Background: an optimization exercise with open tools, aiming at small area and a short achievable clock period. Do not read the settings as production practice.
Where RTL was checked, it was by simulation tests only, not by an equivalence proof against the original.
The RTL of runs 1 and 2 was laid out without a check of its function.
Power and IR drop assume default switching activity.

==> flow/design.v <==
module btb_top (
    input  logic        CLK,
    input  logic        RST,
    input  logic        lookup_en,
    input  logic [31:0] lookup_pc,
    output logic        pred_hit,
    output logic        pred_taken,
    output logic [31:0] pred_target,
    input  logic        update_en,
    input  logic [31:0] update_pc,
    input  logic        update_taken,
    input  logic [31:0] update_target,
    input  logic        update_mispredict,
    input  logic        flush_all,
    output logic [15:0] lookup_count,
    output logic [15:0] mispredict_count
);
    branch_target_predictor #(.ENTRIES(16), .CNT_W(2), .STAT_W(16)) u_btb (
        .CLK(CLK),
        .RST(RST),
        .lookup_en(lookup_en),
        .lookup_pc(lookup_pc),
        .pred_hit(pred_hit),
        .pred_taken(pred_taken),
        .pred_target(pred_target),
        .update_en(update_en),
        .update_pc(update_pc),
        .update_taken(update_taken),
        .update_target(update_target),
        .update_mispredict(update_mispredict),
        .flush_all(flush_all),
        .lookup_count(lookup_count),
        .mispredict_count(mispredict_count)
    );
endmodule

module branch_target_predictor #(
    parameter int ENTRIES = 16,
    parameter int CNT_W   = 2,
    parameter int STAT_W  = 32
) (
    input  logic              CLK,
    input  logic              RST,
    input  logic              lookup_en,
    input  logic [31:0]       lookup_pc,
    output logic              pred_hit,
    output logic              pred_taken,
    output logic [31:0]       pred_target,
    input  logic              update_en,
    input  logic [31:0]       update_pc,
    input  logic              update_taken,
    input  logic [31:0]       update_target,
    input  logic              update_mispredict,
    input  logic              flush_all,
    output logic [STAT_W-1:0] lookup_count,
    output logic [STAT_W-1:0] mispredict_count
);
    localparam int IDX_W = $clog2(ENTRIES);
    localparam int TAG_W = 32 - IDX_W - 2;
    localparam logic [CNT_W-1:0] CNT_WEAK = CNT_W'(1) << (CNT_W - 1);
    logic [ENTRIES-1:0] valid;
    logic [TAG_W-1:0]   tags    [ENTRIES];
    logic [31:0]        targets [ENTRIES];
    logic [CNT_W-1:0]   cnts    [ENTRIES];
    logic [IDX_W-1:0] lk_idx;
    logic [TAG_W-1:0] lk_tag;
    logic [IDX_W-1:0] up_idx;
    logic [TAG_W-1:0] up_tag;
    logic             up_hit;
    logic             up_act;
    assign lk_idx = lookup_pc[IDX_W+1:2];
    assign lk_tag = lookup_pc[31:IDX_W+2];
    assign up_idx = update_pc[IDX_W+1:2];
    assign up_tag = update_pc[31:IDX_W+2];
    logic [ENTRIES-1:0] lk_dec;
    logic [31:0]        rd_target;
    logic               rd_cnt;
    always_comb begin
        pred_hit  = 1'b0;
        rd_cnt    = 1'b0;
        rd_target = '0;
        for (int i = 0; i < ENTRIES; i++) begin
            lk_dec[i] = (lk_idx == IDX_W'(i));
            pred_hit  = pred_hit | (lk_dec[i] && valid[i] && (tags[i] == lk_tag));
            rd_cnt    = rd_cnt | (lk_dec[i] & cnts[i][CNT_W-1]);
            rd_target = rd_target | ({32{lk_dec[i]}} & targets[i]);
        end
        pred_taken  = pred_hit & rd_cnt;
        pred_target = {32{pred_hit}} & rd_target;
    end
    assign up_hit = valid[up_idx] && (tags[up_idx] == up_tag);
    assign up_act = update_en && !flush_all;
    always_ff @(posedge CLK or posedge RST) begin
        if (RST)
            valid <= '0;
        else if (flush_all)
            valid <= '0;
        else if (update_en && update_taken)
            valid[up_idx] <= 1'b1;
    end
    always_ff @(posedge CLK) begin
        if (up_act && update_taken) begin
            tags[up_idx]    <= up_tag;
            targets[up_idx] <= update_target;
        end
    end
    always_ff @(posedge CLK) begin
        if (up_act) begin
            if (up_hit) begin
                if (update_taken) begin
                    if (cnts[up_idx] != '1)
                        cnts[up_idx] <= cnts[up_idx] + CNT_W'(1);
                end else if (cnts[up_idx] != '0) begin
                    cnts[up_idx] <= cnts[up_idx] - CNT_W'(1);
                end
            end else if (update_taken) begin
                cnts[up_idx] <= CNT_WEAK;
            end
        end
    end
    always_ff @(posedge CLK or posedge RST) begin
        if (RST) begin
            lookup_count     <= '0;
            mispredict_count <= '0;
        end else begin
            if (lookup_en && (lookup_count != '1))
                lookup_count <= lookup_count + STAT_W'(1);
            if (update_en && update_mispredict && (mispredict_count != '1))
                mispredict_count <= mispredict_count + STAT_W'(1);
        end
    end
endmodule
==> flow/flow/run.sh <==
#!/bin/bash
bash standard.sh MATCH_CELL_FOOTPRINT=0 finish > standard.log 2>&1
==> flow/standard.sh <==
#!/bin/bash
# synth_recipe.tcl (not shown) runs the flow's synth.tcl, then flattens the netlist and writes it again
# the make line also repeats each setting of config.mk as NAME=value (left out here)
make -C /OpenROAD-flow-scripts/flow DESIGN_CONFIG=/design/flow/config.mk WORK_HOME=/design/flow/orfs CLKGATE_MAP_FILE= SYNTH_SCRIPT=/design/flow/synth_recipe.tcl "${@:-finish}"
==> flow/config.mk <==
export PLATFORM = sky130hd
export DESIGN_NAME = btb_top
export DESIGN_NICKNAME = btb_top
export VERILOG_FILES = /design/flow/design.v
export SDC_FILE = /design/flow/constraint.sdc
export NUM_CORES = 4
export LEC_CHECK = 0
export CAP_MARGIN = 20
export CORE_MARGIN = 2
export CORE_UTILIZATION = 55
export PLACE_DENSITY = 0.8
export SETUP_SLACK_MARGIN = 2.0
export SLEW_MARGIN = 20
==> flow/constraint.sdc <==
create_clock -name core_clock -period 7.0 [get_ports {CLK}]
set_input_delay 1.4000 -clock core_clock [delete_from_list [all_inputs] [get_ports {CLK}]]
set_output_delay 1.4000 -clock core_clock [all_outputs]
set_load 0.01 [all_outputs]
==> flow_summary.yaml, run 1 <==
run_status:
  status: "finished clean"
detailed_routing:
  drtPass1Iterations: 6
  vias_per_cell: 6.99
  wl_met3_um: 19700
  drt_wl_total_um: 156000
  vias: 29200
  top_layer: "met5"
  drc: 0
  drtIter0Drc: 4863
  wl_met2_um: 72100
  antenna_left: 0
  wl_per_cell_um: 37.4
  wl_met1_um: 55100
worst_setup_path:
  slowest_delay_ns: 0.37
  r2r-end: "u_btb.cnts[0][1]"
  path_max_fanout: 5
  ff2ff_path_depth: 10
  start_kind: "input pin"
  cp-end-kind: "output pin"
  critical_path_buf_inv_count: 8
  crit_family: "buffers and inverters"
  path_cells: "clkbuf_2, xnor2_1, buf_4, nand4_1, nor4_2, buf_4, nand4_1, buf_4, nand4_1, nor4_4, buf_12, buf_12, buf_12, a31oi_4, buf_6"
  crit_cells: 15
  critical_path.endpoint: "pred_target[6]"
  crit_required_ns: 5.60
  ff2ff_setup_slack_ns: 3.06
  path_class: "in2out"
  cp_slowest_cell: "nor4_2"
  crit_path_start: "lookup_pc[15]"
  reg2reg_from: "u_btb.tags[15][7]"
  cp.arrival_ns: 4.03
placed_design:
  globalplace.congestion: 1.06
  io_buffers: 164
  hpwl_um: 98100
  place_ws_ns: 0.351
  place_inst: 3949
  dpl_cell_area_um2: 47800
logic_synthesis:
  ys_async_sr_fraction_pct: 4.76
  synth_top_area_share_pct: 65.7
  synth-seq-cells: 1008
  synth.area.top_cells: "edfxtp_1 66%, xor2_1 5.6%, mux4_2 4.5%"
  syn_nets: 2833
  synth_top_area_cell: "edfxtp_1"
  yosysWarnings: 1
  synthFlopType: "edfxtp_1"
  synth.distinct_cells: 67
  synthesis.area_um2: 43900
  netlist_instances: 2723
  yosysSeqAreaShare_pct: 68.4
  synth_edf_count: 960
  postSynthAreaPerCell_um2: 16.1
sta:
  finalHoldViolCount: 0
  tns_ns: 0
  fin_worst_skew_ns: 0.0286
  worstMarginPinSlew_ns: 1.18
  rsz0062_at_grt: "true"
  hold_slack_ns: 0.504
  relSlewSlack_pct: 20.9
  setup_viol: 0
  setup_slack_ns: 1.57
  final_max_slew_viol_count: 0
  fmax_mhz: 184
  post-route-period-util_pct: 77.6
  fin_crit_ns: 5.43
grt:
  grt_remaining_overflow: 0
  grt_pass1_vias: 28200
  antenna_found_initial: 7
  grt_max_degree: 54
  grt_usage_pct: 37.8
  grt_pass1_wl_um: 216000
clocking:
  cts_buffers: 101
  cts_root_buf: "clkbuf_16"
  clockBufferDepth: 3
  clk_pin_slew_ns: 0.06
  cts_sinks: 1008
  insertion_delay_ns: 0.68
  hold_buffers: 0
  htreeDepth: 3
  tritoncts: "built"
power_and_ir_drop:
  vdd_ir_drop_max_mv: 0.272
  switching_share_pct: 24.1
  power_frac_seq_pct: 50.0
  comb_power_share_pct: 8.7
  internal_power_mw: 10.3
  clock_power_share_pct: 41.3
  power_density_nw_per_um2: 256
  switching_power_mw: 3.25
  leakagePower_nw: 17.4
flow_run:
  cap_violations: 0
final_layout:
  layout.cells.non_filler: 4177
  area_growth_pct: 20.1
  post-route-cell-area_um2: 52700
  nets: 3149
  layout-drive-gt1-share_pct: 22.2
floorplan:
  dieArea_um2: 82100
  die_h_um: 286
  pin_count: 169
  num_rows: 103
  die_w_um: 286
  floorplan.initialDensity_pct: 55.6
  fp.coreArea_um2: 79000
hold_path:
  hp-class: "reg2reg"
## through the flow
| step | util (%) | power (mW) |
|---|---|---|
| after CTS | 66.4 | 13.5 |
| after global routing | 66.7 | 13.8 |
| after global placement | 60.5 | 7.93 |
| after detailed placement | 60.5 | 7.95 |
| after floorplan | - | 7.40 |
| final | 66.7 | 13.5 |
## sequential cells by signal, indices dropped and copies added (netlist names)
name and count:
u_btb.targets 512, u_btb.tags 416, u_btb.mispredict_count 16, u_btb.valid 16, u_btb.cnts 32, u_btb.lookup_count 16
## Yosys cell counts, drive strengths merged (6+ instances only)
cell type	n
edfxtp	960
xor2	283
xnor2	195
a22oi	104
clkbuf	94
nand4	93
a22o	91
nor4	89
a221oi	87
mux4	87
mux2i	78
nor2	77
buf	65
nand2	65
dfrtp	48
a31oi	37
and3	37
inv	29
mux2	23
nor3	19
o22ai	19
nand3	18
a21oi	12
nand2b	12
nor2b	10
ha	7
o21ai	7
and2	6
o211ai	6
o31a	6
## cells by family after synthesis
group | count (synthesis) | synth area share [%]
flops | 1008 | 68.4
fa+ha+maj | 7 | 0.200
mux | 188 | 6.83
compound gates | 413 | 7.48
simple gates | 441 | 5.57
buf+inv | 188 | 1.96
xor+xnor | 478 | 9.54
## layout make-up
cell class	count	area, µm²
inverter	29	115
timing repair buffer	372	3540
antenna	2	5.00
clock inverter	71	783
sequential	1008	30000
tap	1050	1310
multi-input combinational	1527	14300
clock buffer	118	2630
fill	5189	26300
## worst register-to-register path: stages (launching register included)
cell and delay, ns:
edfxtp_1 0.40, mux2i_1 0.61, nor3_1 0.10, or4_1 0.54
and3_1 0.23, or4_1 0.50, nor4_2 0.41, nand3_2 0.21
a2bb2oi_2 0.19, buf_4 0.21, nor2_1 0.24
## metal layers
layer  vias up  track usage, %
met1     14600            50.9
met3       461            8.14
met4        12            18.2
met5         -               0
met2      2598            59.0
li1      11500               -
## repair_timing
action                                  in CTS  in global routing
cloned                                       4                  0
buffers inserted                            28                  4
endpoints found under the setup margin      34                 62
pin swaps                                   45                 11
resized for setup                          362                 35
## worst min-delay path by stage
| stage | to | cells after the start | slack (ns) | startpoint |
|---|---|---|---|---|
| finish | u_btb.lookup_count[15] | 1 | 0.50 | u_btb.lookup_count[15] |
| global route | u_btb.mispredict_count[8] | 1 | 0.51 | u_btb.mispredict_count[8] |
| CTS | u_btb.mispredict_count[14] | 1 | 0.50 | u_btb.mispredict_count[14] |
| global placement | u_btb.mispredict_count[14] | 1 | 0.48 | u_btb.mispredict_count[14] |
| floorplan | u_btb.valid[13] | 2 | 0.48 | u_btb.valid[13] |
| detailed placement | u_btb.mispredict_count[14] | 1 | 0.49 | u_btb.mispredict_count[14] |
## power by group through the flow
stage / sequential (mW) / clock, mW / combinational (mW)
after floorplan: 6.88 / 0 / 0.522
after global placement: 6.87 / 0 / 1.06
after detailed placement: 6.88 / 0 / 1.07
after CTS: 6.75 / 5.56 / 1.14
after global routing: 6.76 / 5.82 / 1.21
final: 6.75 / 5.58 / 1.18
## layout by cell type (no fill, tap or decap), types with 19 or more instances in the layout
master	synthesis	final
xnor2_2	0	24
dfrtp_1	48	48
clkdlybuf4s50_1	0	96
o22ai_1	19	19
a31oi_4	0	24
nor4_1	86	64
mux4_2	87	87
clkbuf_16	0	105
a221oi_1	87	87
buf_4	10	171
nor2_1	67	48
xor2_1	283	259
inv_1	29	23
and3_1	37	37
buf_12	2	24
nand4_1	93	93
xor2_2	0	19
mux2_2	20	20
a22o_1	91	91
clkinv_2	0	27
nand2_1	65	63
xnor2_1	195	168
a22oi_1	104	104
nor2_4	0	19
clkinv_1	0	23
edfxtp_1	960	960
buf_6	7	32
mux2i_1	78	78
==> inputs of run 2 (changes only) <==
==> flow/flow/run.sh (replaced) <==
#!/bin/bash
# Standard layout, with the sizer free to change footprints and the lookup
# pins grouped on one edge and the update pins on the opposite one.
F=$(cd "$(dirname "$0")" && pwd)
bash standard.sh MATCH_CELL_FOOTPRINT=0 PRE_IO_PLACEMENT_TCL=$F/pins.tcl finish > standard.log 2>&1
==> flow/flow/pins.tcl (new file) <==
set lk {}
for {set i 2} {$i < 32} {incr i} { lappend lk "lookup_pc\[$i\]" }
for {set i 0} {$i < 32} {incr i} { lappend lk "pred_target\[$i\]" }
lappend lk pred_hit pred_taken
set up {}
for {set i 0} {$i < 32} {incr i} { lappend up "update_pc\[$i\]" "update_target\[$i\]" }
lappend up update_en update_taken flush_all
set_io_pin_constraint -pin_names $lk -region left:*
set_io_pin_constraint -pin_names $up -region right:*
--- a/flow/config.mk
+++ b/flow/config.mk
@@ -8,6 +8,5 @@
 export CAP_MARGIN = 20
 export CORE_MARGIN = 2
 export CORE_UTILIZATION = 55
-export PLACE_DENSITY = 0.8
 export SETUP_SLACK_MARGIN = 2.0
 export SLEW_MARGIN = 20
==> run 2 against run 1 <==
Compared with the run above:
- still clean
- cell count is 0.62% higher
- critical path depth is 1 lower
- power is 1.8% lower
- flip-flop and latch count stayed put
- critical endpoint is now pred_taken
- highest routed layer unchanged
==> flow_summary.yaml, run 2 <==
run_status:
  status: "finished clean"
clocking:
  clk_pin_slew_ns: 0.06
  insertion_delay_ns: 0.70
  cts_buffers: 104
  htreeDepth: 3
  tritoncts: "built"
  clockBufferDepth: 3
  cts_sinks: 1008
  cts_root_buf: "clkbuf_16"
power_and_ir_drop:
  comb_power_share_pct: 9.0
  internal_power_mw: 10.1
  switching_share_pct: 23.9
  power_frac_seq_pct: 50.9
  leakagePower_nw: 17.4
  power_density_nw_per_um2: 251
  clock_power_share_pct: 40.1
  switching_power_mw: 3.17
  vdd_ir_drop_max_mv: 0.246
sta:
  relSlewSlack_pct: 30.4
  finalHoldViolCount: 0
  setup_viol: 0
  rsz0062_at_grt: "true"
  worstMarginPinSlew_ns: 1.04
  setup_slack_ns: 1.48
  final_max_slew_viol_count: 0
  fmax_mhz: 181
  post-route-period-util_pct: 78.8
  fin_crit_ns: 5.52
  fin_worst_skew_ns: 0.0221
  tns_ns: 0
grt:
  grt_pass1_vias: 27400
  grt_pass1_wl_um: 217000
  grt_remaining_overflow: 0
  grt_usage_pct: 38.6
  antenna_found_initial: 46
  grt_max_degree: 59
worst_setup_path:
  cp.arrival_ns: 4.12
  start_kind: "input pin"
  crit_required_ns: 5.60
  reg2reg_from: "u_btb.tags[6][8]"
  path_max_fanout: 8
  ff2ff_setup_slack_ns: 3.09
  r2r-end: "u_btb.cnts[15][1]"
  cp-end-kind: "output pin"
  path_class: "in2out"
  ff2ff_path_depth: 10
logic_synthesis:
  synthesis.area_um2: 43900
  synth_edf_count: 960
  syn_nets: 2833
  netlist_instances: 2723
  postSynthAreaPerCell_um2: 16.1
  ys_async_sr_fraction_pct: 4.76
  synth_top_area_cell: "edfxtp_1"
  synth_common_cells: "960 x edfxtp_1, 283 x xor2_1, 195 x xnor2_1"
  yosysWarnings: 1
  synth.distinct_cells: 67
  synth.area.top_cells: "edfxtp_1 66%, xor2_1 5.6%, mux4_2 4.5%"
  yosysMostFrequentCell: "edfxtp_1"
  synth-seq-cells: 1008
  yosysSeqAreaShare_pct: 68.4
  synthFlopType: "edfxtp_1"
  synth_top_area_share_pct: 65.7
detailed_routing:
  wl_met2_um: 69700
  wl_met1_um: 59100
  wl_met3_um: 21200
  antenna_left: 0
  wl_per_cell_um: 37.7
  drc: 0
  top_layer: "met5"
  vias_per_cell: 6.81
  vias: 28600
  drtPass1Iterations: 8
  drt_wl_total_um: 159000
  drtIter0Drc: 4476
placed_design:
  io_buffers: 164
  hpwl_um: 103000
  place_ws_ns: 0.416
  globalplace.congestion: 1.02
hold_path:
  hold_depth: 1
  hold_end: "u_btb.mispredict_count[8]"
  hp-start: "u_btb.mispredict_count[8]"
  hp-class: "reg2reg"
floorplan:
  die_h_um: 286
  pin_count: 169
  fp.coreArea_um2: 79000
  die_w_um: 286
  dieArea_um2: 82100
  num_rows: 103
  floorplan.initialDensity_pct: 55.6
final_layout:
  regMostFlops: "u_btb.targets"
  fin_util_pct: 66.9
  final_common_cell: "edfxtp_1"
  largest_register_ffs: 512
  nets: 3158
  area_growth_pct: 20.4
  top_regs: "u_btb.targets: 512 flops, u_btb.tags: 416 flops, u_btb.cnts: 32 flops"
  final_cell_mix: "960 x edfxtp_1, 258 x xor2_1, 170 x xnor2_1, 164 x buf_4, 113 x clkbuf_16"
  layout-drive-gt1-share_pct: 21.8
flow_run:
  cap_violations: 0
[run 2: cell counts after synthesis]
No cell type changed its count.
[run 2: cell families after synthesis]
logic type / Yosys count / synth area share [%]
AOI/OAI and AO/OA: 413 / 7.48
xor gates and xnor gates: 478 / 9.54
adders and majority gates: 7 / 0.200
buffers and inverters: 188 / 1.96
DFF: 1008 / 68.4
muxes: 188 / 6.83
and+or+nand+nor: 441 / 5.57
[run 2: repair_timing]
item | in CTS | in global routing
resized for setup | 365 | 43
buffers inserted | 41 | 10
endpoints found under the setup margin | 38 | 44
hold buffers | 0 | 0
pin swaps | 47 | 15
cloned | 8 | 1
[run 2: how the worst max path moves through the flow]
| stage | end | cells past startpoint | slack [ns] | startpoint |
|---|---|---|---|---|
| 2_1_floorplan | u_btb.tags[13][0] | 6 | 1.43 | update_pc[3] |
| 3_3_place_gp | pred_taken | 12 | 0.49 | lookup_pc[16] |
| 3_5_place_dp | pred_taken | 12 | 0.42 | lookup_pc[16] |
| 4_1_cts | pred_target[25] | 16 | 1.59 | lookup_pc[20] |
| 5_1_grt | pred_target[7] | 16 | 1.49 | lookup_pc[13] |
| 6_report | pred_taken | 14 | 1.48 | lookup_pc[31] |
[run 2: critical path, cell delays in order]
cell,delay [ns]
dlymetal6s2s_1,0.14
buf_8,0.16
buf_4,0.20
xor2_1,0.18
nor4_2,0.36
buf_4,0.20
nand4_1,0.27
nand4_1,0.26
nor4_4,0.06
buf_6,0.15
buf_12,0.14
buf_6,0.15
a31oi_4,0.23
buf_2,0.18
[run 2: layer usage]
metal | GRT usage, % | up-vias
li1 | - | 11500
met1 | 54.2 | 14700
met2 | 56.9 | 2008
met3 | 9.76 | 351
met4 | 18.2 | 32
met5 | 0 | -
[run 2: cell type report]
cell class	count	area, µm²
Sequential cell	1008	30000
Fill cell	5473	26200
Multi-Input combinational cell	1527	14300
Timing Repair Buffer	378	3790
Clock buffer	131	2700
Tap cell	1050	1310
Clock inverter	53	483
Inverter	29	115
Antenna cell	27	67.6
[run 2: power by group through the flow]
stage	Sequential, mW	Combinational (mW)	Clock [mW]
after global routing	6.76	1.23	5.56
final	6.76	1.19	5.33
after floorplan	6.88	0.522	0
after global placement	6.87	1.06	0
after detailed placement	6.88	1.07	0
after CTS	6.75	1.16	5.33
[run 2: through the flow]
stage / cell area [µm²] / instances / power, mW / hold slack [ns]
global route: 52800 / 4176 / 13.6 / 0.508
global placement: 47700 / 3932 / 7.93 / 0.474
floorplan: 43900 / 2723 / 7.40 / 0.479
CTS: 52400 / 4165 / 13.2 / 0.489
finish: 52800 / 4203 / 13.3 / 0.492
detailed placement: 47700 / 3932 / 7.95 / 0.481
==> inputs of run 3 (changes only) <==
--- a/flow/design.v
+++ b/flow/design.v
@@ -88,7 +88,17 @@
         pred_taken  = pred_hit & rd_cnt;
         pred_target = {32{pred_hit}} & rd_target;
     end
-    assign up_hit = valid[up_idx] && (tags[up_idx] == up_tag);
+    logic [TAG_W-1:0] up_rd_tag;
+    logic             up_rd_valid;
+    always_comb begin
+        up_rd_tag   = '0;
+        up_rd_valid = 1'b0;
+        for (int i = 0; i < ENTRIES; i++) begin
+            up_rd_tag   = up_rd_tag   | ({TAG_W{up_idx == IDX_W'(i)}} & tags[i]);
+            up_rd_valid = up_rd_valid | ((up_idx == IDX_W'(i)) & valid[i]);
+        end
+    end
+    assign up_hit = up_rd_valid && (up_rd_tag == up_tag);
     assign up_act = update_en && !flush_all;
     always_ff @(posedge CLK or posedge RST) begin
         if (RST)
@@ -104,19 +114,26 @@
             targets[up_idx] <= update_target;
         end
     end
+    logic [CNT_W-1:0] up_cnt;
+    logic [CNT_W-1:0] up_cnt_nxt;
+    logic             up_cnt_we;
+    always_comb begin
+        up_cnt = '0;
+        for (int i = 0; i < ENTRIES; i++)
+            up_cnt = up_cnt | ({CNT_W{up_idx == IDX_W'(i)}} & cnts[i]);
+        up_cnt_we  = up_act && (up_hit || update_taken);
+        up_cnt_nxt = up_cnt;
+        if (!up_hit)
+            up_cnt_nxt = CNT_WEAK;
+        else if (update_taken) begin
+            if (up_cnt != '1)
+                up_cnt_nxt = up_cnt + CNT_W'(1);
+        end else if (up_cnt != '0)
+            up_cnt_nxt = up_cnt - CNT_W'(1);
+    end
     always_ff @(posedge CLK) begin
-        if (up_act) begin
-            if (up_hit) begin
-                if (update_taken) begin
-                    if (cnts[up_idx] != '1)
-                        cnts[up_idx] <= cnts[up_idx] + CNT_W'(1);
-                end else if (cnts[up_idx] != '0) begin
-                    cnts[up_idx] <= cnts[up_idx] - CNT_W'(1);
-                end
-            end else if (update_taken) begin
-                cnts[up_idx] <= CNT_WEAK;
-            end
-        end
+        if (up_cnt_we)
+            cnts[up_idx] <= up_cnt_nxt;
     end
     always_ff @(posedge CLK or posedge RST) begin
         if (RST) begin
==> flow/flow/run.sh (replaced) <==
#!/bin/bash
bash standard.sh MATCH_CELL_FOOTPRINT=0 'CTS_ARGS=-sink_clustering_enable -repair_clock_nets -sink_clustering_size 30 -sink_clustering_max_diameter 100 -buf_list sky130_fd_sc_hd__clkbuf_16 -dont_use_dummy_load' 'BUFFER_PORTS_ARGS=-buffer_cell sky130_fd_sc_hd__buf_1' finish > standard.log 2>&1
removed: flow/flow/pins.tcl
==> run 3 against run 2 <==
Compared with the run above:
- die area down 1.6%
- critical path depth unchanged
- sequential power about the same
- fmax down 0.51%
- critical path type unchanged
- largest power group unchanged
- highest routed layer unchanged
==> flow_summary.yaml, run 3 <==
power_and_ir_drop:
  comb_power_share_pct: 9.9
  power_frac_seq_pct: 62.9
  vdd_ir_drop_max_mv: 0.340
  power_mw: 10.7
  clock_power_share_pct: 27.2
  switching_power_mw: 2.60
  power_density_nw_per_um2: 225
  leakagePower_nw: 14.9
  switching_share_pct: 24.3
  internal_power_mw: 8.09
logic_synthesis:
  ys_async_sr_fraction_pct: 4.76
  yosysSeqAreaShare_pct: 69.5
  syn_nets: 2953
  synth_common_cells: "960 x edfxtp_1, 280 x xor2_1, 177 x xnor2_1"
  synth_top_area_share_pct: 66.7
  netlist_instances: 2843
  yosysMostFrequentCell: "edfxtp_1"
  yosysWarnings: 1
  synth_top_area_cell: "edfxtp_1"
  postSynthAreaPerCell_um2: 15.2
  synth-seq-cells: 1008
  synth_edf_count: 960
  synthesis.area_um2: 43200
  synth.area.top_cells: "edfxtp_1 67%, xor2_1 5.7%, xnor2_1 3.6%"
  synth.distinct_cells: 79
  synthFlopType: "edfxtp_1"
clocking:
  cts_buffers: 43
  cts_sinks: 1008
  clk_pin_slew_ns: 0.10
  insertion_delay_ns: 0.65
  tritoncts: "built"
  cts_root_buf: "clkbuf_16"
  htreeDepth: 2
  clockBufferDepth: 3
sta:
  relSlewSlack_pct: 22.4
  fin_worst_skew_ns: 0.0996
  final_max_slew_viol_count: 0
  setup_viol: 0
  fmax_mhz: 180
  tns_ns: 0
  fin_crit_ns: 5.55
  rsz0062_at_grt: "true"
  post-route-period-util_pct: 79.2
  finalHoldViolCount: 0
  worstMarginPinSlew_ns: 1.16
grt:
  grtUsageMet1_pct: 52.5
  grt_max_degree: 59
  antenna_found_initial: 11
  grt_remaining_overflow: 0
  busiest_layer: "met2"
  grt_usage_pct: 39.2
  grt_pass1_wl_um: 220000
  use_met3_pct: 8.29
  grt_pass1_vias: 27000
  use_met2_pct: 60.6
final_layout:
  top_regs: "u_btb.targets: 512 flops, u_btb.tags: 416 flops, u_btb.cnts: 32 flops"
  regMostFlops: "u_btb.targets"
  nets: 3121
  area_growth_pct: 9.97
  final_common_cell: "edfxtp_1"
  fillCellCount: 5951
  final_cell_mix: "960 x edfxtp_1, 274 x xor2_1, 167 x xnor2_1, 148 x a22oi_1, 136 x buf_4"
  largest_register_ffs: 512
  layout-drive-gt1-share_pct: 12.6
floorplan:
  dieArea_um2: 80800
  pin_count: 169
  num_rows: 102
  die_h_um: 284
  floorplan.initialDensity_pct: 55.7
  die_w_um: 284
  fp.coreArea_um2: 77600
detailed_routing:
  vias: 28700
  wl_per_cell_um: 39.7
  antenna_left: 0
  vias_per_cell: 7.08
  drtPass1Iterations: 6
  drc: 0
  drt_wl_total_um: 161000
  drtIter0Drc: 4969
worst_setup_path:
  path_max_fanout: 34
  start_kind: "input pin"
  cp.arrival_ns: 4.15
  crit_required_ns: 5.60
  slowest_delay_ns: 0.44
  path_class: "in2out"
  cp-end-kind: "output pin"
  cp_slowest_cell: "xor2_1"
  path_cells: "clkbuf_2, buf_6, xor2_1, nor4_2, buf_4, nand4_1, nor4_2, buf_4, nand4_1, nand4_1, nor4_2, buf_12, a31oi_1, buf_2"
run_status:
  status: "finished clean"
placed_design:
  globalplace.congestion: 1.18
  io_buffers: 164
  hpwl_um: 103000
hold_path:
  hp-class: "reg2reg"
flow_run:
  cap_violations: 0
-- run 3: cell families (layout without fill, tap and decap cells) --
group | Yosys count | in the layout | share of synthesized area, %
muxes | 40 | 40 | 1.08
AOI/OAI and AO/OA | 631 | 631 | 11.5
adders and majority gates | 8 | 8 | 0.226
xor gates and xnor gates | 457 | 457 | 9.27
DFF | 1008 | 1008 | 69.5
buffers and inverters | 206 | 372 | 2.23
and+or+nand+nor | 493 | 493 | 6.19
other | 0 | 5 | 0
-- run 3: per-layer routing --
| metal | vias up | part of all wire (%) |
|---|---|---|
| met5 | - | 0.051 |
| met4 | 14 | 6.5 |
| met3 | 401 | 11 |
| met2 | 2116 | 46 |
| met1 | 14600 | 37 |
| li1 | 11600 | - |
-- run 3: layout make-up --
type                            count  area [µm²]  share of cell area [%]
Inverter                           11        42.5                  0.0896
Timing Repair Buffer              318        2030                    4.26
Antenna cell                        5        12.5                  0.0263
Multi-Input combinational cell   1629       13000                    27.4
Sequential cell                  1008       30000                    63.2
Tap cell                         1040        1300                    2.74
Clock buffer                       43        1080                    2.27
-- run 3: worst paths after layout --
check	startpoint	endpoint	slack, ns	depth (start not counted)
setup / recovery	lookup_pc[22]	pred_target[7]	1.45	14
hold / removal	u_btb.mispredict_count[3]	u_btb.mispredict_count[3]	0.49	1
setup reg to reg	u_btb.tags[2][9]	u_btb.cnts[0][1]	3.30	8
hold reg to reg	u_btb.mispredict_count[3]	u_btb.mispredict_count[3]	0.49	1
max in group asynchronous	RST	u_btb.lookup_count[1]	5.63	2
min in group asynchronous	RST	u_btb.mispredict_count[7]	0.88	2
-- run 3: power groups by stage --
| stage | clock (mW) | sequential, mW | combinational, mW |
|---|---|---|---|
| 2_1_floorplan | 0 | 6.87 | 0.490 |
| 3_3_place_gp | 0 | 6.86 | 0.966 |
| 3_5_place_dp | 0 | 6.86 | 0.980 |
| 4_1_cts | 2.90 | 6.72 | 1.00 |
| 5_1_grt | 3.09 | 6.74 | 1.08 |
| 6_report | 2.91 | 6.73 | 1.05 |
-- run 3: what timing repair did --
item / 4_1_cts / 5_1_grt
setup buffers: 4 / 15
gates resized for setup: 87 / 57
endpoints found under the setup margin: 98 / 80
hold buffers: 0 / 0
pin swaps: 7 / 6
-- run 3: stage by stage --
| step | instances | setup WS [ns] | instance area [µm²] | hold slack, ns | util, % |
|---|---|---|---|---|---|
| floorplan | 2843 | 0.324 | 43200 | 0.477 | - |
| detailed placement | 3987 | 0.711 | 45600 | 0.484 | 58.8 |
| global placement | 3987 | 0.743 | 45600 | 0.472 | 58.8 |
| CTS | 4034 | 1.55 | 47100 | 0.504 | 60.7 |
| global route | 4051 | 1.46 | 47500 | 0.522 | 61.2 |
| finish | 4054 | 1.45 | 47500 | 0.493 | 61.2 |
-- run 3: critical path: cells and delay by family --
family / cells / cell delay [ns]
buf+inv: 6 / 1.22
simple gates: 6 / 0.91
xor+xnor: 1 / 0.44
compound gates: 1 / 0.11
==> inputs of run 4 (changes only) <==
==> flow/flow/run.sh (replaced) <==
#!/bin/bash
bash standard.sh MATCH_CELL_FOOTPRINT=0 'CTS_ARGS=-sink_clustering_enable -repair_clock_nets -sink_clustering_size 16 -sink_clustering_max_diameter 80 -buf_list sky130_fd_sc_hd__clkbuf_8 -dont_use_dummy_load' 'BUFFER_PORTS_ARGS=-buffer_cell sky130_fd_sc_hd__buf_1' finish > standard.log 2>&1
--- a/flow/config.mk
+++ b/flow/config.mk
@@ -8,5 +8,5 @@
 export CAP_MARGIN = 20
 export CORE_MARGIN = 2
 export CORE_UTILIZATION = 55
-export SETUP_SLACK_MARGIN = 2.0
+export SETUP_SLACK_MARGIN = 1.5
 export SLEW_MARGIN = 20
==> run 4 against run 3 <==
Compared with the run above:
- still clean on timing, DRC and antenna
- fmax decreased by 1.1%
- critical path depth decreased by 3
- sequential power is essentially flat
- largest power group unchanged
==> flow_summary.yaml, run 4 <==
clocking:
  hold_buffers: 0
  cts_root_buf: "clkbuf_8"
  tritoncts: "built"
  htreeDepth: 3
  clk_pin_slew_ns: 0.10
  insertion_delay_ns: 0.71
  clockBufferDepth: 3
  cts_sinks: 1008
  cts_buffers: 74
final_layout:
  largest_register_ffs: 512
  layout-drive-gt1-share_pct: 11.7
  final_cell_mix: "960 x edfxtp_1, 269 x xor2_1, 171 x xnor2_1, 148 x a22oi_1, 144 x buf_1"
  regMostFlops: "u_btb.targets"
  area_growth_pct: 9.27
  final_common_cell: "edfxtp_1"
  nets: 3136
  top_regs: "u_btb.targets: 512 flops, u_btb.tags: 416 flops, u_btb.cnts: 32 flops"
  layout.cells.non_filler: 4072
logic_synthesis:
  yosysMostFrequentCell: "edfxtp_1"
  syn_nets: 2953
  yosysWarnings: 1
  synth_compound_area_share_pct: 11.5
  postSynthAreaPerCell_um2: 15.2
  yosysSeqAreaShare_pct: 69.5
  synthMuxAreaShare_pct: 1.08
  synth.distinct_cells: 79
  synth_edf_count: 960
  synth_fa_ha_area_share_pct: 0.226
  synth-seq-cells: 1008
  synth_common_cells: "960 x edfxtp_1, 280 x xor2_1, 177 x xnor2_1"
  synth_top_family_by_area: "compound AO/OA/AOI/OAI gates"
  ys_async_sr_fraction_pct: 4.76
  synthesis.area_um2: 43200
  synth_top_area_cell: "edfxtp_1"
  synthSimpleGateAreaFrac_pct: 6.19
  synth.area.top_cells: "edfxtp_1 67%, xor2_1 5.7%, xnor2_1 3.6%"
  synthFlopType: "edfxtp_1"
  synth_xor_area_share_pct: 9.27
  synth_top_area_share_pct: 66.7
  netlist_instances: 2843
worst_setup_path:
  ff2ff_path_depth: 8
  cp.arrival_ns: 4.21
  reg2reg_from: "u_btb.tags[9][16]"
  path_class: "in2out"
  r2r-end: "u_btb.cnts[11][0]"
  path_max_fanout: 34
  crit_required_ns: 5.60
  cp-end-kind: "output pin"
  crit_path_start: "lookup_pc[23]"
  start_kind: "input pin"
  ff2ff_setup_slack_ns: 3.28
sta:
  setup_viol: 0
  final_max_slew_viol_count: 0
  rsz0062_at_grt: "false"
  tns_ns: 0
  finalHoldViolCount: 0
  worstMarginPinSlew_ns: 1.32
  fin_worst_skew_ns: 0.0608
  fmax_mhz: 178
  relSlewSlack_pct: 11.7
  post-route-period-util_pct: 80.1
  fin_crit_ns: 5.61
grt:
  grtUsageMet1_pct: 52.8
  antenna_found_initial: 12
  use_met3_pct: 7.19
  use_met2_pct: 60.1
  busiest_layer: "met2"
  grt_pass1_wl_um: 219000
  grt_usage_pct: 39.0
  grt_max_degree: 59
  grt_pass1_vias: 27200
  grt_remaining_overflow: 0
floorplan:
  die_w_um: 284
  floorplan.initialDensity_pct: 55.7
  num_rows: 102
  pin_count: 169
  die_h_um: 284
  fp.coreArea_um2: 77600
  dieArea_um2: 80800
detailed_routing:
  vias_per_cell: 7.09
  drt_wl_total_um: 160000
  drtIter0Drc: 5017
  wl_per_cell_um: 39.2
  drtPass1Iterations: 7
  vias: 28900
  antenna_left: 0
  drc: 0
run_status:
  status: "finished clean"
power_and_ir_drop:
  leakagePower_nw: 14.7
  vdd_ir_drop_max_mv: 0.187
  power_density_nw_per_um2: 223
flow_run:
  cap_violations: 0
placed_design:
  io_buffers: 164
  place_inst: 3984
  globalplace.congestion: 1.07
  hpwl_um: 103000
hold_path:
  hold_end: "u_btb.mispredict_count[10]"
  hp-class: "reg2reg"
  hp-start: "u_btb.mispredict_count[10]"
  hold_depth: 1
## run 4: cell counts after synthesis
No cell type changed its count.
## run 4: report_power, final
part | switching [mW] | internal (mW) | total, mW
clock | 1.82 | 0.953 | 2.77
combinational | 0.727 | 0.308 | 1.04
sequential | 0.0607 | 6.67 | 6.73
total | 2.61 | 7.93 | 10.5
## run 4: final cells by class
cell class	instances	area, µm²
Fill cell	6008	30400
Multi-Input combinational cell	1629	13000
Inverter	11	42.5
Antenna cell	8	20.0
Sequential cell	1008	30000
Tap cell	1040	1300
Clock buffer	74	1020
Timing Repair Buffer	302	1830
## run 4: kinds of logic (layout without fill, tap and decap cells)
| group | Yosys count | after routing |
|---|---|---|
| compound gates | 631 | 631 |
| xor+xnor | 457 | 457 |
| fa+ha+maj | 8 | 8 |
| buf+inv | 206 | 387 |
| flops | 1008 | 1008 |
| mux | 40 | 40 |
| other cells | 0 | 8 |
| simple gates | 493 | 493 |
## run 4: worst max-delay path by stage
stage                     cells past startpoint  slack [ns]               end
after floorplan                               7        0.08  u_btb.tags[8][0]
after global placement                       11        0.99   pred_target[16]
after detailed placement                     11        0.99   pred_target[16]
after CTS                                    12        1.48   pred_target[16]
after global routing                         12        1.50   pred_target[28]
final                                        11        1.39   pred_target[28]
## run 4: layer usage
| metal | routed length (µm) | part of all wire [%] |
|---|---|---|
| met5 | 69 | 0.043 |
| met2 | 72600 | 45 |
| met4 | 10700 | 6.7 |
| met1 | 59000 | 37 |
| met3 | 17300 | 11 |
## run 4: timing repair
action,CTS,global route
resized for setup,60,42
setup endpoints to repair,34,34
setup buffers,0,6
pin swaps,3,11
## run 4: critical path: stages
cell,delay [ns]
buf_1,0.13
buf_6,0.18
xnor2_1,0.49
nand4_1,0.36
nor4_4,0.45
nand4_1,0.15
nand4_1,0.21
nor4_2,0.10
buf_12,0.18
a31oi_1,0.27
buf_1,0.19
## run 4: per-stage QoR
| stage | instance area, µm² | hold WS (ns) | setup WS [ns] | total power [mW] | utilization [%] |
|---|---|---|---|---|---|
| after floorplan | 43200 | 0.477 | 0.0840 | 7.36 | - |
| after CTS | 46900 | 0.503 | 1.48 | 10.5 | 60.4 |
| after global placement | 45500 | 0.472 | 0.992 | 7.82 | 58.7 |
| after detailed placement | 45500 | 0.487 | 0.987 | 7.84 | 58.7 |
| after global routing | 47200 | 0.525 | 1.50 | 10.8 | 60.8 |
| final | 47200 | 0.502 | 1.39 | 10.5 | 60.8 |
==> inputs of run 5 (changes only) <==
--- a/flow/config.mk
+++ b/flow/config.mk
@@ -7,6 +7,6 @@
 export LEC_CHECK = 0
 export CAP_MARGIN = 20
 export CORE_MARGIN = 2
-export CORE_UTILIZATION = 55
-export SETUP_SLACK_MARGIN = 1.5
+export CORE_UTILIZATION = 45
+export SETUP_SLACK_MARGIN = 2.0
 export SLEW_MARGIN = 20
==> run 5 against run 4 <==
Compared with the run above:
- still clean
- first-iteration DRC count fell by 9.8%
- flip-flop and latch count did not move
- combinational power rose by 8%
- sequential share of layout area fell by 2.6 points
- non-clock buffer count rose by 42
- clock skew rose by 0.0025 ns
- critical path depth rose by 2
- synthesized cell count did not move
- core utilization fell by 9.0 points
- count of clock-buffer cells in the layout rose by 1
- cell area rose by 4.2%
- routed wire length rose by 8.2%
- largest cell class unchanged
- largest power group unchanged
==> flow_summary.yaml, run 5 <==
grt:
  grt_pass1_vias: 27700
  grt_pass1_wl_um: 234000
  grt_max_degree: 73
  antenna_found_initial: 14
  grt_usage_pct: 34.6
  grt_remaining_overflow: 0
logic_synthesis:
  synthMuxAreaShare_pct: 1.08
  netlist_instances: 2843
  synth_top_area_share_pct: 66.7
  synth-seq-cells: 1008
  yosysMostFrequentCell: "edfxtp_1"
  synthesis.area_um2: 43200
  ys_async_sr_fraction_pct: 4.76
  yosysWarnings: 1
  synth_fa_ha_area_share_pct: 0.226
  postSynthAreaPerCell_um2: 15.2
  synth_xor_area_share_pct: 9.27
  synth_top_family_by_area: "compound AO/OA/AOI/OAI gates"
  synth_compound_area_share_pct: 11.5
  yosysSeqAreaShare_pct: 69.5
  synthSimpleGateAreaFrac_pct: 6.19
  synth_top_area_cell: "edfxtp_1"
  synth.distinct_cells: 79
  synth_common_cells: "960 x edfxtp_1, 280 x xor2_1, 177 x xnor2_1"
  synth_edf_count: 960
  synth.area.top_cells: "edfxtp_1 67%, xor2_1 5.7%, xnor2_1 3.6%"
  syn_nets: 2953
  synthFlopType: "edfxtp_1"
worst_setup_path:
  r2r-end: "u_btb.cnts[12][0]"
  cp-end-kind: "output pin"
  start_kind: "input pin"
  slowest_delay_ns: 0.41
  reg2reg_from: "u_btb.tags[9][16]"
  ff2ff_setup_slack_ns: 3.26
  crit_required_ns: 5.60
  crit_family: "simple AND/OR/NAND/NOR gates"
  cp.arrival_ns: 4.14
  critical_path_buf_inv_count: 6
  path_class: "in2out"
  path_max_fanout: 12
  ff2ff_path_depth: 8
  cp_slowest_cell: "xnor2_2"
  path_cells: "clkbuf_2, buf_4, xnor2_2, nand4_1, nor4_2, nand4_1, nand4_1, nor4_4, buf_6, buf_12, a31oi_4, buf_6, buf_6"
sta:
  final_max_slew_viol_count: 0
  setup_viol: 0
  fin_crit_ns: 5.54
  rsz0062_at_grt: "true"
  relSlewSlack_pct: 26.6
  hold_slack_ns: 0.503
  finalHoldViolCount: 0
  fmax_mhz: 180
  fin_worst_skew_ns: 0.0633
  tns_ns: 0
  worstMarginPinSlew_ns: 1.10
  post-route-period-util_pct: 79.2
final_layout:
  largest_register_ffs: 512
  final_cell_mix: "960 x edfxtp_1, 255 x xor2_1, 148 x a22oi_1, 142 x xnor2_1, 134 x buf_4"
  nets: 3179
  layout.cells.non_filler: 4338
  layout-drive-gt1-share_pct: 16.7
  final_common_cell: "edfxtp_1"
  top_regs: "u_btb.targets: 512 flops, u_btb.tags: 416 flops, u_btb.cnts: 32 flops"
  regMostFlops: "u_btb.targets"
  area_growth_pct: 13.9
power_and_ir_drop:
  leakagePower_nw: 15.4
  power_density_nw_per_um2: 217
  vdd_ir_drop_max_mv: 0.185
hold_path:
  hold_depth: 1
  hp-class: "reg2reg"
  hp-start: "u_btb.mispredict_count[15]"
  hold_end: "u_btb.mispredict_count[15]"
run_status:
  status: "finished clean"
clocking:
  cts_buffers: 75
  clk_pin_slew_ns: 0.07
  cts_root_buf: "clkbuf_8"
  htreeDepth: 3
  clockBufferDepth: 3
  cts_sinks: 1008
  tritoncts: "built"
  insertion_delay_ns: 0.75
  hold_buffers: 0
detailed_routing:
  drtPass1Iterations: 7
  drtIter0Drc: 4525
  drc: 0
  wl_per_cell_um: 39.8
  drt_wl_total_um: 173000
  vias: 29000
  antenna_left: 0
  vias_per_cell: 6.69
floorplan:
  die_w_um: 314
  pin_count: 169
  floorplan.initialDensity_pct: 45.5
  num_rows: 113
  die_h_um: 314
  fp.coreArea_um2: 95000
  dieArea_um2: 98500
flow_run:
  cap_violations: 0
placed_design:
  place_inst: 4236
  io_buffers: 164
  hpwl_um: 111000
  globalplace.congestion: 1.04
-- run 5: cells by family after synthesis --
| kind of cell | after synthesis |
|---|---|
| AO/OA/AOI/OAI | 631 |
| flip-flops | 1008 |
| multiplexers | 40 |
| buffers and inverters | 206 |
| AND/OR/NAND/NOR | 493 |
| XOR/XNOR | 457 |
| adder cells (fa/ha/maj) | 8 |
-- run 5: worst max-delay path by stage --
stage,from,end,cells after the start,slack (ns)
after floorplan,update_en,u_btb.tags[11][0],5,0.32
after global placement,update_pc[2],u_btb.cnts[9][0],11,0.71
after detailed placement,update_pc[2],u_btb.cnts[9][0],11,0.65
after CTS,lookup_pc[8],pred_target[20],15,1.56
after global routing,lookup_pc[12],pred_target[8],13,1.49
final,lookup_pc[14],pred_target[8],13,1.46
-- run 5: power breakdown --
group / internal (mW) / switching, mW
sequential: 6.67 / 0.0630
clock: 0.965 / 1.88
combinational: 0.340 / 0.781
-- run 5: cell type report --
type | instances | area (µm²)
Fill cell | 7896 | 45800
Antenna cell | 6 | 15.0
Inverter | 11 | 42.5
Sequential cell | 1008 | 30000
Tap cell | 1265 | 1580
Clock buffer | 75 | 1030
Multi-Input combinational cell | 1629 | 13800
Timing Repair Buffer | 344 | 2660
-- run 5: per-layer routing --
layer / global-route usage [%] / wire length, µm
met5: 0 / 98
met4: 17.4 / 10200
met3: 7.30 / 17100
met2: 53.8 / 79400
met1: 46.2 / 66100
-- run 5: what timing repair did --
item,4_1_cts,5_1_grt
gates resized for setup,292,51
buffers inserted,14,4
setup endpoints to repair,98,98
pin swaps,36,14
cloned,2,1
-- run 5: through the flow --
stage	setup slack, ns	utilization (%)	instance area (µm²)	total power, mW
finish	1.46	51.8	49200	10.7
CTS	1.56	51.4	48800	10.7
floorplan	0.324	-	43200	7.36
global route	1.49	51.8	49200	11.0
detailed placement	0.653	48.6	46200	7.87
global placement	0.712	48.6	46200	7.86
==> inputs of run 6 (changes only) <==
--- a/flow/config.mk
+++ b/flow/config.mk
@@ -7,6 +7,6 @@
 export LEC_CHECK = 0
 export CAP_MARGIN = 20
 export CORE_MARGIN = 2
-export CORE_UTILIZATION = 45
+export CORE_UTILIZATION = 62
 export SETUP_SLACK_MARGIN = 2.0
 export SLEW_MARGIN = 20
==> run 6 against run 5 <==
Compared with the run above:
- register-to-register slack better by 0.02 ns
- critical path depth stayed put
- sequential power about the same
- clock power shrank 4%
- count of clock-buffer cells in the layout shrank 2
- flip-flop and latch count unchanged
- via count increased by 3.2%
==> flow_summary.yaml, run 6 <==
sta:
  final_max_slew_viol_count: 0
  fin_crit_ns: 5.33
  post-route-period-util_pct: 76.2
  tns_ns: 0
  setup_viol: 0
  fmax_mhz: 188
  hold_slack_ns: 0.501
  finalHoldViolCount: 0
  fin_worst_skew_ns: 0.0398
  relSlewSlack_pct: 22.1
  rsz0062_at_grt: "true"
  worstMarginPinSlew_ns: 1.17
worst_setup_path:
  slowest_delay_ns: 0.65
  reg2reg_from: "u_btb.tags[10][16]"
  cp-end-kind: "output pin"
  path_max_fanout: 8
  cp_slowest_cell: "nor4_1"
  cpMostUsedCell: "buf_6"
  start_kind: "input pin"
  path_class: "in2out"
  cp.arrival_ns: 3.93
  path_cells: "buf_6, buf_12, buf_6, buf_4, xor2_2, nor4_1, nand4_1, nand4_1, nor4_4, buf_6, clkbuf_16, a31oi_4, buf_2"
  r2r-end: "u_btb.cnts[13][0]"
  crit_family: "simple AND/OR/NAND/NOR gates"
  crit_required_ns: 5.60
  crit_cells: 13
  ff2ff_path_depth: 9
  critical_path.endpoint: "pred_target[22]"
  ff2ff_setup_slack_ns: 3.28
  critical_path_buf_inv_count: 7
  crit_path_start: "lookup_pc[11]"
logic_synthesis:
  synth_top_area_cell: "edfxtp_1"
  netlist_instances: 2843
  yosysSeqAreaShare_pct: 69.5
  synthFlopType: "edfxtp_1"
  yosysMostFrequentCell: "edfxtp_1"
  synth_common_cells: "960 x edfxtp_1, 280 x xor2_1, 177 x xnor2_1"
  synth_top_area_share_pct: 66.7
  ys_async_sr_fraction_pct: 4.76
  postSynthAreaPerCell_um2: 15.2
  synthesis.area_um2: 43200
  synth_edf_count: 960
  syn_nets: 2953
  yosysWarnings: 1
  synth-seq-cells: 1008
  synth.distinct_cells: 79
  synth.area.top_cells: "edfxtp_1 67%, xor2_1 5.7%, xnor2_1 3.6%"
final_layout:
  regMostFlops: "u_btb.targets"
  layout.cells.non_filler: 4026
  fin_util_pct: 71.6
  fillCellCount: 4434
  final_cell_mix: "960 x edfxtp_1, 216 x xor2_1, 159 x buf_4, 148 x a22oi_1, 144 x xnor2_1"
  top_regs: "u_btb.targets: 512 flops, u_btb.tags: 416 flops, u_btb.cnts: 32 flops"
  final_common_cell: "edfxtp_1"
  area_growth_pct: 14.1
  nets: 3198
  largest_register_ffs: 512
  layout-drive-gt1-share_pct: 18.8
floorplan:
  fp.coreArea_um2: 68800
  die_h_um: 268
  floorplan.initialDensity_pct: 62.8
  pin_count: 169
  dieArea_um2: 71800
  num_rows: 96
  die_w_um: 268
detailed_routing:
  drt_wl_total_um: 160000
  vias_per_cell: 7.44
  drtPass1Iterations: 9
  wl_per_cell_um: 39.6
  drc: 0
  antenna_left: 0
  drtIter0Drc: 6065
  vias: 30000
flow_run:
  cap_violations: 0
placed_design:
  globalplace.congestion: 1.08
  io_buffers: 164
  hpwl_um: 101000
  place_inst: 3879
grt:
  use_met2_pct: 66.0
  grt_remaining_overflow: 0
  grt_pass1_vias: 27400
  grt_usage_pct: 43.8
  grtUsageMet1_pct: 57.9
  antenna_found_initial: 13
  grt_max_degree: 56
  busiest_layer: "met2"
  grt_pass1_wl_um: 215000
  use_met3_pct: 10.6
clocking:
  cts_root_buf: "clkbuf_8"
  clockBufferDepth: 3
  htreeDepth: 3
  cts_buffers: 73
  cts_sinks: 1008
  tritoncts: "built"
  clk_pin_slew_ns: 0.10
  insertion_delay_ns: 0.71
  hold_buffers: 0
power_and_ir_drop:
  power_density_nw_per_um2: 215
  power_mw: 10.6
  leakagePower_nw: 15.6
  vdd_ir_drop_max_mv: 0.268
hold_path:
  hp-class: "reg2reg"
run_status:
  status: "finished clean"
-- run 6: how the worst min path moves through the flow --
stage	startpoint	endpoint	slack (ns)	cells after the start
detailed placement	u_btb.mispredict_count[3]	u_btb.mispredict_count[3]	0.48	1
floorplan	u_btb.valid[7]	u_btb.valid[7]	0.48	1
global route	u_btb.mispredict_count[6]	u_btb.mispredict_count[6]	0.52	1
finish	u_btb.mispredict_count[3]	u_btb.mispredict_count[3]	0.50	1
global placement	u_btb.mispredict_count[8]	u_btb.mispredict_count[8]	0.47	1
CTS	u_btb.mispredict_count[3]	u_btb.mispredict_count[3]	0.50	1
-- run 6: area by class of cell --
type                       count  area [µm²]  share of cell area (%)
sequential                  1008       30000                    60.9
inverter                      11        48.8                  0.0990
clock buffer                  73        1000                    2.04
multi-input combinational   1629       14300                    28.9
antenna                        9        22.5                  0.0457
tap                          931        1160                    2.36
timing repair buffer         365        2750                    5.57
-- run 6: cell families (layout without fill, tap and decap cells) --
kind of cell    after synthesis  count (layout)  synth area share (%)
compound gates              631             631                  11.5
mux                          40              40                  1.08
xor+xnor                    457             457                  9.27
simple gates                493             493                  6.19
fa+ha+maj                     8               8                 0.226
buf+inv                     206             449                  2.23
flops                      1008            1008                  69.5
other cells                   0               9                     0
-- run 6: report_power, final --
part / switching (mW) / internal [mW]
combinational: 0.770 / 0.369
sequential: 0.0627 / 6.67
clock: 1.80 / 0.940
total: 2.64 / 7.98
-- run 6: worst register-to-register path, stage by stage (launching register included) --
cell and delay, ns:
edfxtp_1 0.44, mux2_4 0.30, a2bb2oi_2 0.16, o211ai_1 0.12, or4_1 0.60, a2111oi_4 0.57
nand4_1 0.16, buf_4 0.20, o41a_4 0.60, nor2_1 0.27
-- run 6: per-stage QoR --
stage	worst slack, ns	area [µm²]
after floorplan	0.324	43200
after global placement	0.826	45500
after detailed placement	0.788	45500
after CTS	1.69	47800
after global routing	1.71	49300
final	1.67	49300
-- run 6: routing by layer --
layer	vias up	part of all wire, %
met5	-	0.065
met4	14	7.9
met3	537	13
met2	2764	45
met1	14900	34
li1	11700	-
-- run 6: repair_timing --
action,in CTS,in global routing
buffers inserted,19,43
setup endpoints to repair,82,98
gates cloned,2,1
resized for setup,265,173
pin swaps,18,45
==> inputs of run 7 (changes only) <==
--- a/flow/config.mk
+++ b/flow/config.mk
@@ -7,6 +7,6 @@
 export LEC_CHECK = 0
 export CAP_MARGIN = 20
 export CORE_MARGIN = 2
-export CORE_UTILIZATION = 62
-export SETUP_SLACK_MARGIN = 2.0
+export CORE_UTILIZATION = 55
+export SETUP_SLACK_MARGIN = 0.5
 export SLEW_MARGIN = 20
==> run 7 against run 6 <==
Compared with the run above:
- setup slack got worse by 0.79 ns
- fmax fell by 13%
- clock power rose by 1%
- critical path type unchanged
- largest cell class unchanged
- highest routed layer unchanged
==> flow_summary.yaml, run 7 <==
run_status:
  status: "finished clean"
logic_synthesis:
  yosysSeqAreaShare_pct: 69.5
  synth-seq-cells: 1008
  yosysWarnings: 1
  synth_top_area_share_pct: 66.7
  synth_top_area_cell: "edfxtp_1"
  synth_edf_count: 960
  synthFlopType: "edfxtp_1"
  netlist_instances: 2843
  synth.distinct_cells: 79
  synth.area.top_cells: "edfxtp_1 67%, xor2_1 5.7%, xnor2_1 3.6%"
  synth_common_cells: "960 x edfxtp_1, 280 x xor2_1, 177 x xnor2_1"
  yosysMostFrequentCell: "edfxtp_1"
  syn_nets: 2953
  synthesis.area_um2: 43200
  postSynthAreaPerCell_um2: 15.2
  ys_async_sr_fraction_pct: 4.76
clocking:
  post-cts-setup-buffers: 0
  cts_sinks: 1008
  hold_buffers: 0
  clockBufferDepth: 3
  cts_root_buf: "clkbuf_8"
  tritoncts: "built"
  cts_resized: 0
  clk_pin_slew_ns: 0.10
  htreeDepth: 3
  cts_buffers: 74
  insertion_delay_ns: 0.72
power_and_ir_drop:
  leakagePower_nw: 14.5
  power_density_nw_per_um2: 226
  vdd_ir_drop_max_mv: 0.188
worst_setup_path:
  start_kind: "input pin"
  ff2ff_setup_slack_ns: 3.22
  crit_family: "simple AND/OR/NAND/NOR gates"
  r2r-end: "u_btb.cnts[14][0]"
  crit_required_ns: 5.60
  critical_path_buf_inv_count: 3
  cp_slowest_cell: "nor4_1"
  path_class: "in2out"
  cp-end-kind: "output pin"
  cpMostUsedCell: "nand4_1"
  slowest_delay_ns: 0.69
  cp.arrival_ns: 4.72
  path_cells: "buf_1, nand2_1, nor3_2, nand4_1, nor4_1, nand4_1, nand4_1, nor4_2, buf_12, a31oi_1, buf_1"
  reg2reg_from: "u_btb.tags[7][9]"
  ff2ff_path_depth: 8
  path_max_fanout: 34
final_layout:
  largest_register_ffs: 512
  nets: 3130
  top_regs: "u_btb.targets: 512 flops, u_btb.tags: 416 flops, u_btb.cnts: 32 flops"
  final_common_cell: "edfxtp_1"
  final_cell_mix: "960 x edfxtp_1, 280 x xor2_1, 177 x xnor2_1, 161 x buf_1, 148 x a22oi_1"
  layout-drive-gt1-share_pct: 9.21
  fin_util_pct: 60.0
  area_growth_pct: 7.83
  regMostFlops: "u_btb.targets"
detailed_routing:
  drc: 0
  drtIter0Drc: 5015
  drtPass1Iterations: 9
  vias_per_cell: 7.08
  wl_per_cell_um: 39.3
  vias: 28800
  drt_wl_total_um: 159000
  antenna_left: 0
hold_path:
  hp-class: "reg2reg"
  hold_end: "u_btb.mispredict_count[10]"
  hp-start: "u_btb.mispredict_count[10]"
  hold_depth: 1
sta:
  rsz0062_at_grt: "false"
  fmax_mhz: 163
  setup_viol: 0
  fin_crit_ns: 6.12
  worstMarginPinSlew_ns: 1.30
  tns_ns: 0
  post-route-period-util_pct: 87.5
  finalHoldViolCount: 0
  relSlewSlack_pct: 13.2
  final_max_slew_viol_count: 0
  fin_worst_skew_ns: 0.0662
grt:
  grt_remaining_overflow: 0
  use_met3_pct: 7.26
  busiest_layer: "met2"
  antenna_found_initial: 11
  use_met2_pct: 60.1
  grt_pass1_vias: 27100
  grtUsageMet1_pct: 52.9
  grt_usage_pct: 39.0
  grt_pass1_wl_um: 218000
  grt_max_degree: 59
flow_run:
  cap_violations: 0
floorplan:
  pin_count: 169
  floorplan.initialDensity_pct: 55.7
  die_w_um: 284
  dieArea_um2: 80800
  die_h_um: 284
  fp.coreArea_um2: 77600
  num_rows: 102
placed_design:
  globalplace.congestion: 1.07
  hpwl_um: 103000
  io_buffers: 164
==> run 7: report_power, final <==
part           leakage (nW)  internal [mW]  switching [mW]
registers              9.33           6.67          0.0605
logic                  4.62          0.297           0.713
clock network         0.532          0.952            1.83
total                  14.5           7.91            2.60
==> run 7: how the worst max path moves through the flow <==
stage / start / endpoint / slack (ns) / depth (start not counted)
finish: lookup_pc[2] / pred_target[3] / 0.88 / 11
detailed placement: lookup_pc[2] / pred_target[16] / 0.99 / 11
global placement: lookup_pc[27] / pred_target[16] / 0.99 / 11
global route: lookup_pc[21] / pred_target[16] / 0.85 / 11
CTS: lookup_pc[2] / pred_target[16] / 0.97 / 11
floorplan: update_pc[2] / u_btb.tags[8][0] / 0.08 / 7
==> run 7: routing by layer <==
layer  vias up  share of wire, %
met5         -             0.051
met4        14               6.7
met3       415                11
met1     14600                37
met2      2086                45
li1      11600                 -
==> run 7: cells by family after synthesis <==
| group | Yosys count | synth area share [%] |
|---|---|---|
| buffers and inverters | 206 | 2.23 |
| AND/OR/NAND/NOR | 493 | 6.19 |
| multiplexers | 40 | 1.08 |
| XOR/XNOR | 457 | 9.27 |
| flip-flops | 1008 | 69.5 |
| adder cells (fa/ha/maj) | 8 | 0.226 |
| AO/OA/AOI/OAI | 631 | 11.5 |
==> run 7: worst register-to-register path, delay by kind of cell, from the launching register on <==
kind / cells / cell delay [ns]
compound gates: 3 / 1.05
simple gates: 5 / 2.00
flops: 1 / 0.45
==> run 7: metrics by stage <==
step	instance area (µm²)	power [mW]	hold WS [ns]	cells	setup slack [ns]
final	46600	10.5	0.502	4062	0.877
after detailed placement	45500	7.84	0.487	3984	0.987
after global placement	45500	7.82	0.472	3984	0.992
after floorplan	43200	7.36	0.477	2843	0.0840
after global routing	46600	10.8	0.525	4060	0.854
after CTS	46600	10.5	0.503	4058	0.966
==> run 7: cell type report <==
class / instances / area [µm²]
inverter: 11 / 42.5
sequential: 1008 / 30000
multi-input combinational: 1629 / 12500
clock buffer: 74 / 1020
antenna: 4 / 10.0
timing repair buffer: 296 / 1700
tap: 1040 / 1300
fill: 6092 / 31000
==> inputs of run 8 (changes only) <==
--- a/flow/config.mk
+++ b/flow/config.mk
@@ -8,5 +8,5 @@
 export CAP_MARGIN = 20
 export CORE_MARGIN = 2
 export CORE_UTILIZATION = 55
-export SETUP_SLACK_MARGIN = 0.5
+export SETUP_SLACK_MARGIN = 2.0
 export SLEW_MARGIN = 20
==> run 8 against run 7 <==
Compared with the run above:
- still clean on timing, DRC and antenna
- register-to-register slack better by 0.10 ns
- first-iteration DRC count is 1.2% lower
- flip-flop and latch count stayed put
- combinational power increased by 4%
- count of clock-buffer cells in the layout did not move
- cell count up 0.69%
- power rose by 0.61%
- setup slack gained 0.61 ns
- sequential share of layout area fell by 1.1 points
- non-clock buffer count rose by 24
- critical endpoint is now pred_target[0]
- largest power group unchanged
==> flow_summary.yaml, run 8 <==
worst_setup_path:
  path_class: "in2out"
  start_kind: "input pin"
  path_max_fanout: 34
  slowest_delay_ns: 0.65
  path_cells: "clkbuf_2, xnor2_1, nand4_1, nor4_1, nand4_1, nand4_1, nor4_2, buf_12, a31oi_2, clkbuf_2"
  cp_slowest_cell: "xnor2_1"
  crit_family: "simple AND/OR/NAND/NOR gates"
  cp-end-kind: "output pin"
  critical_path_buf_inv_count: 3
  cp.arrival_ns: 4.11
  crit_required_ns: 5.60
  cpMostUsedCell: "nand4_1"
final_layout:
  layout-drive-gt1-share_pct: 13.4
  top_regs: "u_btb.targets: 512 flops, u_btb.tags: 416 flops, u_btb.cnts: 32 flops"
  largest_register_ffs: 512
  final_common_cell: "edfxtp_1"
  area_growth_pct: 9.78
  nets: 3154
  regMostFlops: "u_btb.targets"
  final_cell_mix: "960 x edfxtp_1, 276 x xor2_1, 168 x xnor2_1, 148 x a22oi_1, 143 x buf_4"
hold_path:
  hp-class: "reg2reg"
logic_synthesis:
  yosysSeqAreaShare_pct: 69.5
  synth_edf_count: 960
  netlist_instances: 2843
  synth_top_area_cell: "edfxtp_1"
  postSynthAreaPerCell_um2: 15.2
  synth.area.top_cells: "edfxtp_1 67%, xor2_1 5.7%, xnor2_1 3.6%"
  synth.distinct_cells: 79
  synth-seq-cells: 1008
  synth_common_cells: "960 x edfxtp_1, 280 x xor2_1, 177 x xnor2_1"
  ys_async_sr_fraction_pct: 4.76
  syn_nets: 2953
  yosysMostFrequentCell: "edfxtp_1"
  synthesis.area_um2: 43200
  synthFlopType: "edfxtp_1"
  synth_top_area_share_pct: 66.7
  yosysWarnings: 1
grt:
  grt_remaining_overflow: 0
  antenna_found_initial: 15
  grt_max_degree: 59
  grt_pass1_vias: 27300
  grt_usage_pct: 39.5
  grt_pass1_wl_um: 221000
sta:
  post-route-period-util_pct: 78.7
  fin_crit_ns: 5.51
  setup_slack_ns: 1.49
  fin_worst_skew_ns: 0.0534
  final_max_slew_viol_count: 0
  worstMarginPinSlew_ns: 1.16
  fmax_mhz: 182
  relSlewSlack_pct: 22.2
  tns_ns: 0
  finalHoldViolCount: 0
  setup_viol: 0
  rsz0062_at_grt: "true"
placed_design:
  globalplace.congestion: 1.18
  place_ws_ns: 0.711
  hpwl_um: 103000
  io_buffers: 164
floorplan:
  fp.coreArea_um2: 77600
  dieArea_um2: 80800
  floorplan.initialDensity_pct: 55.7
  pin_count: 169
  num_rows: 102
  die_h_um: 284
  die_w_um: 284
detailed_routing:
  vias: 29000
  drc: 0
  drt_wl_total_um: 162000
  vias_per_cell: 7.09
  drtPass1Iterations: 7
  drtIter0Drc: 4955
  wl_per_cell_um: 39.5
  antenna_left: 0
clocking:
  cts_buffers: 74
  cts_sinks: 1008
  hold_buffers: 0
  htreeDepth: 3
  clk_pin_slew_ns: 0.10
  clockBufferDepth: 3
  tritoncts: "built"
  cts_root_buf: "clkbuf_8"
  insertion_delay_ns: 0.71
power_and_ir_drop:
  leakagePower_nw: 14.9
  vdd_ir_drop_max_mv: 0.212
  power_density_nw_per_um2: 223
flow_run:
  cap_violations: 0
run_status:
  status: "finished clean"
==> run 8: changes by cell type in the layout (fill, tap and decap cells not counted), moves of 5 or more <==
cell / change
a31oi_2: +12
clkbuf_2: +40
nor4_2: +15
buf_6: +5
a31oi_1: -20
buf_1: -46
xnor2_2: +8
a31oi_4: +8
buf_4: +18
xnor2_1: -9
nor4_1: -19
nor3_4: +5
nor3_2: -5
==> run 8: cells by family (layout without fill, tap and decap cells) <==
family | count (synthesis) | after routing | synth area share (%)
DFF | 1008 | 1008 | 69.5
AOI/OAI and AO/OA | 631 | 631 | 11.5
and+or+nand+nor | 493 | 493 | 6.19
xor gates and xnor gates | 457 | 457 | 9.27
buffers and inverters | 206 | 405 | 2.23
muxes | 40 | 40 | 1.08
adders and majority gates | 8 | 8 | 0.226
other | 0 | 8 | 0
==> run 8: routing by layer <==
metal | up-vias | global-route usage, % | part of all wire, %
met5 | - | 0 | 0.051
met4 | 14 | 23.1 | 7.2
met3 | 447 | 8.96 | 11
met2 | 2185 | 60.0 | 45
met1 | 14700 | 52.5 | 37
li1 | 11700 | - | -
==> run 8: what timing repair did <==
| action | 4_1_cts | 5_1_grt |
|---|---|---|
| buffers inserted | 3 | 18 |
| endpoints found under the setup margin | 98 | 66 |
| endpoints found under the hold margin | 0 | 0 |
| pin swaps | 5 | 7 |
| resized for setup | 67 | 75 |
| gates cloned | 0 | 0 |
==> run 8: path summary, 6_finish.rpt <==
| path | slack (ns) | end | cells past startpoint | from |
|---|---|---|---|---|
| worst max-delay path | 1.49 | pred_target[0] | 10 | lookup_pc[12] |
| worst min-delay path | 0.49 | u_btb.mispredict_count[3] | 1 | u_btb.mispredict_count[3] |
| worst max register to register | 3.32 | u_btb.cnts[10][1] | 8 | u_btb.tags[2][9] |
| worst min register to register | 0.49 | u_btb.mispredict_count[3] | 1 | u_btb.mispredict_count[3] |
| max in group asynchronous | 5.69 | u_btb.valid[9] | 2 | RST |
| min in group asynchronous | 0.79 | u_btb.mispredict_count[7] | 2 | RST |
==> run 8: metrics by stage <==
stage          hold WS, ns  cells  cell area [µm²]  utilization, %  total power, mW
2_1_floorplan        0.477   2843            43200               -             7.36
3_3_place_gp         0.472   3987            45600            58.8             7.82
3_5_place_dp         0.484   3987            45600            58.8             7.84
4_1_cts              0.503   4064            47000            60.6             10.5
5_1_grt              0.520   4086            47400            61.1             10.8
6_report             0.492   4090            47400            61.1             10.6
==> run 8: cell type report <==
type | count | area [µm²]
Antenna cell | 8 | 20.0
Clock buffer | 74 | 1020
Fill cell | 5963 | 30200
Inverter | 11 | 42.5
Multi-Input combinational cell | 1629 | 13000
Sequential cell | 1008 | 30000
Tap cell | 1040 | 1300
Timing Repair Buffer | 320 | 2020
==> run 8: worst reg2reg max path, stage by stage, from the launching register on <==
cell	delay, ns
edfxtp_1	0.45
nand2_1	0.08
o21ai_0	0.07
o21ai_0	0.77
a31o_1	0.26
nand4_1	0.10
or4_1	0.71
o41a_4	0.65
nor2_1	0.29
==> run 8: power breakdown <==
part / switching (mW) / total (mW) / leakage [nW] / internal (mW)
clock: 1.85 / 2.80 / 0.532 / 0.952
combinational: 0.736 / 1.05 / 5.03 / 0.313
sequential: 0.0600 / 6.73 / 9.33 / 6.67

-- static timing again, ports no longer ideal --
In the flow no input, the clock included, has a driving cell. The finished layouts below were timed again as built, in two steps. Step 1: set_driving_cell puts a clkbuf_16 on CLK and a buf_2 on each other input, an assumption about the parent block. Step 2 times the ports against the registers' clock, not the clock port: input delays grow and output delays shrink by t, the midpoint of the rising clock arrivals with the driver on. a / b / c = ideal / step 1 / step 2; a / b = the first two.
run	t (ns)	setup slack, ns	worst setup path at the end	latest minus earliest clock arrival (ns)	slew at the worst register clock pin (ns)
run 1	0.761	1.570 / 1.480 / 1.414	input to register	0.074 / 0.074	0.07 / 0.07
run 2	0.748	1.481 / 1.312 / 1.312	input to output	0.031 / 0.031	0.07 / 0.07
run 3	0.672	1.453 / 1.427 / 1.336	input to register	0.104 / 0.104	0.12 / 0.12
run 4	0.764	1.391 / 1.366 / 0.863	input to register	0.084 / 0.084	0.12 / 0.12
run 5	0.797	1.459 / 1.342 / 1.129	input to register	0.086 / 0.085	0.12 / 0.12
run 6	0.776	1.669 / 1.586 / 1.190	input to register	0.082 / 0.082	0.11 / 0.11
run 7	0.766	0.877 / 0.788 / 0.788	input to output	0.093 / 0.093	0.12 / 0.12
run 8	0.780	1.491 / 1.462 / 1.236	input to register	0.114 / 0.114	0.12 / 0.12
After both steps setup and hold are still met in every run listed. The setup slack of run 4, which loses most, moves by -0.025 ns with the drivers and by -0.528 ns with both steps.
